This is an optimization exercise on Yosys and OpenROAD, whose aim is small area, a short achievable clock period and few clock cycles, not a production implementation.
The RTL was checked by simulation tests, not by an equivalence proof against the original design.

== before ==
// sha256_byte_stream_hasher
module sha256_byte_stream_hasher (
	input  logic        clk,
	input  logic        arst_n,
	input  logic        in_valid,
	output logic        in_ready,
	input  logic [7:0]  in_message_byte,
	input  logic        in_has_byte,
	input  logic        in_end_of_message,
	output logic        out_valid,
	input  logic        out_ready,
	output logic [31:0] out_digest_word,
	output logic [2:0]  out_word_index,
	output logic        out_last_word
);
	logic        blk_ready, blk_first, blk_last, launch, rd_active;
	logic [31:0] rd_word;
	sha256_front u_front (
		.clk, .arst_n,
		.in_valid    (in_valid),
		.in_ready    (in_ready),
		.in_byte     (in_message_byte),
		.in_has_byte (in_has_byte),
		.in_eom      (in_end_of_message),
		.blk_ready, .blk_first, .blk_last, .launch, .rd_active, .rd_word
	);
	sha256_core u_core (
		.clk, .arst_n,
		.blk_ready, .blk_first, .blk_last, .launch, .rd_active, .rd_word,
		.out_valid (out_valid),
		.out_ready (out_ready),
		.out_word  (out_digest_word),
		.out_index (out_word_index),
		.out_last  (out_last_word)
	);
endmodule
For scale: ~6200 cells after synthesis, roughly 1800 flip-flops.
==> flow/config.mk <==
export PLATFORM = sky130hd
export DESIGN_NAME = sha256_byte_stream_hasher
export DESIGN_NICKNAME = sha256_byte_stream_hasher
export VERILOG_FILES = /design/flow/design.v
export SDC_FILE = /design/flow/constraint.sdc
export NUM_CORES = 4
export LEC_CHECK = 0
export CAP_MARGIN = 20
export CORE_MARGIN = 2
export CORE_UTILIZATION = 40
export SETUP_SLACK_MARGIN = 5
export SLEW_MARGIN = 20
==> flow/constraint.sdc <==
create_clock -name core_clock -period 10.5 [get_ports {clk}]
set_input_delay 2.1000 -clock core_clock [delete_from_list [all_inputs] [get_ports {clk}]]
set_output_delay 2.1000 -clock core_clock [all_outputs]
set_load 0.01 [all_outputs]
run.sh (not shown) runs the stock make flow with config.mk's settings and CLKGATE_MAP_FILE= SYNTH_SCRIPT=/design/flow/synth_recipe.tcl, a recipe that flattens the netlist after the stock synthesis.
Testbench counts of before, summed over its fixed seeds: cycles 20,372.
What after does differently from before at the input level:
Settings: SETUP_SLACK_MARGIN removed (was 5).
Findings:
Number of pins with negative max-slew slack in the final report: before vs after, no meaningful difference
Going from before to after, total clock buffers created by CTS has increased, wire length of the first global-routing pass now sits higher, post-layout minimum cycle time shows an increase of 610 ps.
Worst setup path startpoint: u_core.e_q[1] -> after, u_core.e_q[4] -> before
Changes observed in after relative to before: clock buffer instance count of the final layout shows an increase of 7, sum of routed wire length over all layers shows an increase of 1600 um.
Final non-filler cell area of after is on par with before.
The global-route met2 utilization on after is in line with that on before.

* * *

## alpha
Another version of the RTL of sha256_byte_stream_hasher (not shown whole).
For scale: about 5800 cells after synthesis, ~1800 flip-flops, ~70000 µm² of cells after synthesis.
clock: 10.5 ns
lec_check: 0
cap_margin: 20
core_margin: 2
core_utilization: 40
cts_buf_list: sky130_fd_sc_hd__clkbuf_4 sky130_fd_sc_hd__clkbuf_8
slew_margin: 20
standard.sh (not shown) runs the stock make flow with config.mk's settings and CLKGATE_MAP_FILE= SYNTH_SCRIPT=/design/flow/synth_recipe.tcl, a recipe that flattens the netlist after the stock synthesis.
==> flow/flow/run.sh <==
#!/bin/bash
set -euo pipefail
bash standard.sh SETUP_SLACK_MARGIN=5.8 finish > standard_flow.log 2>&1
Testbench counts of alpha, summed over its fixed seeds: cycles 20,372.
#### Input delta (beta over alpha)
Settings: putting SETUP_SLACK_MARGIN at 5 where nothing was set.
==> flow/run.sh (new file) <==
#!/bin/bash
# synth_recipe.tcl (not shown) runs the flow's synth.tcl, then flattens the netlist and writes it again
# the make line also repeats each setting of config.mk as NAME=value (left out here)
make -C /OpenROAD-flow-scripts/flow DESIGN_CONFIG=/design/flow/config.mk WORK_HOME=/design/flow/orfs CLKGATE_MAP_FILE= SYNTH_SCRIPT=/design/flow/synth_recipe.tcl finish
removed: flow/flow/run.sh
removed: flow/standard.sh
[summary]
- beta vs. alpha: core footprint did not really move; required time reported for the critical path endpoint barely changed.
- Delta (beta minus alpha): count of antenna diodes in the layout now larger, total count of hold-check failures in the final report comparable, multi-input gate share of the layout cell area comparable, peak per-stage delay on the critical path now smaller.
- Taking alpha as the reference, in beta initial antenna violation count moved down; number of non-clock buffers moved down.
Modified inputs, gamma compared to beta
Settings: an added PLACE_DENSITY of 0.68; a change of CORE_UTILIZATION from 40 to 55; a deleted CTS_BUF_LIST that had been sky130_fd_sc_hd__clkbuf_4 sky130_fd_sc_hd__clkbuf_8.
### Flow results
Going from beta to gamma, the die area was shrunk.
gamma against beta: count of cells along the worst register-to-register path lost 1, sequential share of layout area moved up.
Diff gamma..beta | area of the multi-input gates | negligible
Summary: with beta as the reference, maximum frequency in gamma moved down slightly.
beta and gamma ended up with nearly the same global-route wire length before repair.
Comparing beta and gamma, the higher data arrival time of the critical path is on beta.
Compared gamma vs beta, and fraction of layout instances using a drive strength above 1 is down in gamma.
Compare beta and gamma | last weighted congestion value of the routability-driven placer lower: beta
What delta does differently from gamma at the input level:
Settings: removing PLACE_DENSITY (formerly 0.68); setting CTS_CLUSTER_DIAMETER to 150 for the first time; setting CTS_CLUSTER_SIZE to 22 for the first time; changing CORE_UTILIZATION from 55 to 40; setting CTS_BUF_LIST to sky130_fd_sc_hd__clkbuf_16 for the first time.
### Flow results
- delta against gamma: number of clock buffers inserted by TritonCTS lost about 50%, number of ordinary and repair buffers in the finished layout went down by about 3.3%.
- delta against gamma: time the final worst path needs with I/O delays and setup lower; worst hold slack now smaller.

* * *

Another version of the RTL of sha256_byte_stream_hasher (not shown whole).
For scale: about 1800 flip-flops, about 52 I/O pins, roughly 0.067 mm^2 of cells after synthesis.
clock: 10.5 ns
lec_check: 0
cap_margin: 20
core_margin: 2
core_utilization: 45
cts_buf_list: sky130_fd_sc_hd__clkbuf_16
cts_cluster_diameter: 140
cts_cluster_size: 20
slew_margin: 20
==> flow/flow/run.sh <==
#!/bin/bash
set -euo pipefail
bash standard.sh SETUP_SLACK_MARGIN=6.3 finish > standard_flow.log 2>&1
Testbench counts at the start, summed over its fixed seeds: cycles 20,372.
Edit:
==> flow/flow/run.sh (replaced) <==
#!/bin/bash
set -euo pipefail
bash standard.sh SETUP_SLACK_MARGIN=6.0 finish > standard_flow.log 2>&1
CORE_UTILIZATION = 40   (was 45)
CTS_CLUSTER_DIAMETER = 150   (was 140)
CTS_CLUSTER_SIZE = 22   (was 20)
Result: Final cell count rises by about 3.2%. Wire length increases by about 2.8%. Worst hold slack gets worse by 16 ps. Setup slack gets better by 99 ps. Fmax rises by 2.0%. Register-to-register slack is better by 99 ps.

* * *

sha256_byte_stream_hasher, a different RTL version from the one above (not shown whole).
Size in the first run: about 5800 cells after synthesis, ~1800 flip-flops, about 52 I/O pins, about 69000 um^2 of cells after synthesis.
## sha256_byte_stream_hasher
module sha256_byte_stream_hasher (
	input  logic        clk,
	input  logic        arst_n,
	input  logic        in_valid,
	output logic        in_ready,
	input  logic [7:0]  in_message_byte,
	input  logic        in_has_byte,
	input  logic        in_end_of_message,
	output logic        out_valid,
	input  logic        out_ready,
	output logic [31:0] out_digest_word,
	output logic [2:0]  out_word_index,
	output logic        out_last_word
);
==> flow/config.mk <==
export PLATFORM = sky130hd
export DESIGN_NAME = sha256_byte_stream_hasher
export DESIGN_NICKNAME = sha256_byte_stream_hasher
export VERILOG_FILES = /design/flow/design.v
export SDC_FILE = /design/flow/constraint.sdc
export NUM_CORES = 4
export LEC_CHECK = 0
export CAP_MARGIN = 20
export CORE_MARGIN = 2
export CORE_UTILIZATION = 45
export CTS_BUF_LIST = sky130_fd_sc_hd__clkbuf_16
export CTS_CLUSTER_DIAMETER = 140
export CTS_CLUSTER_SIZE = 20
export SLEW_MARGIN = 20
==> flow/constraint.sdc <==
create_clock -name core_clock -period 10.5 [get_ports {clk}]
set_input_delay 2.1000 -clock core_clock [delete_from_list [all_inputs] [get_ports {clk}]]
set_output_delay 2.1000 -clock core_clock [all_outputs]
set_load 0.01 [all_outputs]
==> flow/flow/run.sh <==
#!/bin/bash
set -euo pipefail
bash standard.sh SETUP_SLACK_MARGIN=6.0 finish > standard_flow.log 2>&1
The first run finished clean.
Testbench counts at the start, summed over its fixed seeds: cycles 20,372.
Change:
CORE_UTILIZATION = 40   (was 45)
CTS_CLUSTER_DIAMETER = 150   (was 140)
CTS_CLUSTER_SIZE = 22   (was 20)
Effect: Via count increases by 1.1%. Non-clock buffer count increases by 8. Critical path depth increases by 2. Synthesized cell count is unchanged. Setup slack loses 6.7 ps. Clock-buffer cell count decreases by 8.
Change:
==> flow/flow/run.sh (replaced) <==
#!/bin/bash
set -euo pipefail
bash standard.sh SETUP_SLACK_MARGIN=6.4 finish > standard_flow.log 2>&1
After rerunning:
- The new run went through all stages and came out clean
- wire length goes up by 1.1%
- global-route usage goes up by 0.22 points
- worst setup slack loses 37 ps
- first-iteration DRC count goes up by 0.99%
- cell area goes up by 1.9%
- register-to-register slack loses 40 ps
- core utilization goes up by 0.84 points
Change:
==> flow/flow/run.sh (replaced) <==
#!/bin/bash
set -euo pipefail
bash standard.sh SETUP_SLACK_MARGIN=6.1 finish > standard_flow.log 2>&1
CORE_UTILIZATION = 50   (was 40)
CTS_CLUSTER_DIAMETER = 140   (was 150)
CTS_CLUSTER_SIZE = 20   (was 22)
PLACE_DENSITY = 0.68   (was not set)
Effect:
- synthesized cell count does not change
- area after synthesis stays the same

## static timing again, ports no longer ideal
The flow's constraints put no driver on any port. The routed layouts listed below were extracted and timed again, unchanged, in two steps.
Step 1 (the two cells are an assumption about what drives the block):
set clk [get_ports {clk}]
set_driving_cell -lib_cell sky130_fd_sc_hd__clkbuf_16 $clk
set_driving_cell -lib_cell sky130_fd_sc_hd__buf_2 [delete_from_list [all_inputs] $clk]
Step 2 adds t to the input delays and takes it off the output delays; t is the mean of the earliest and latest rising clock arrival at the registers after step 1. Input paths then give back, and output paths get back, about the clock's delay inside the block.
Slacks: ideal ports / drivers / drivers and shift; pairs: ideal ports / drivers.
run | shift t [ns] | slack for setup (ns) | slew at the worst register clock pin (ns)
before | 0.899 | 5.085 / 5.085 / 5.085 | 0.07 / 0.07
after | 0.917 | 4.477 / 4.477 / 4.477 | 0.07 / 0.07
alpha | 1.074 | 5.799 / 5.799 / 4.853 | 0.07 / 0.07
beta | 1.067 | 5.244 / 5.244 / 4.727 | 0.07 / 0.07
gamma | 0.871 | 5.223 / 5.223 / 5.223 | 0.07 / 0.07
delta | 0.829 | 5.239 / 5.239 / 4.759 | 0.10 / 0.10
the first run of note 3 | 0.809 | 5.529 / 5.529 / 5.521 | 0.10 / 0.10
the second run of note 3 | 0.814 | 5.628 / 5.628 / 5.316 | 0.11 / 0.11
the first run of note 4 | 0.819 | 5.918 / 5.918 / 5.459 | 0.10 / 0.10
the second run of note 4 | 0.820 | 5.911 / 5.911 / 5.314 | 0.11 / 0.11
the third run of note 4 | 0.827 | 5.875 / 5.875 / 5.731 | 0.11 / 0.11
the fourth run of note 4 | 0.815 | 5.958 / 5.958 / 5.457 | 0.10 / 0.10
After both steps every run listed still meets setup and hold. For alpha, which loses most, drivers alone change the setup slack by 0.000 ns; drivers and shift together by -0.946 ns.
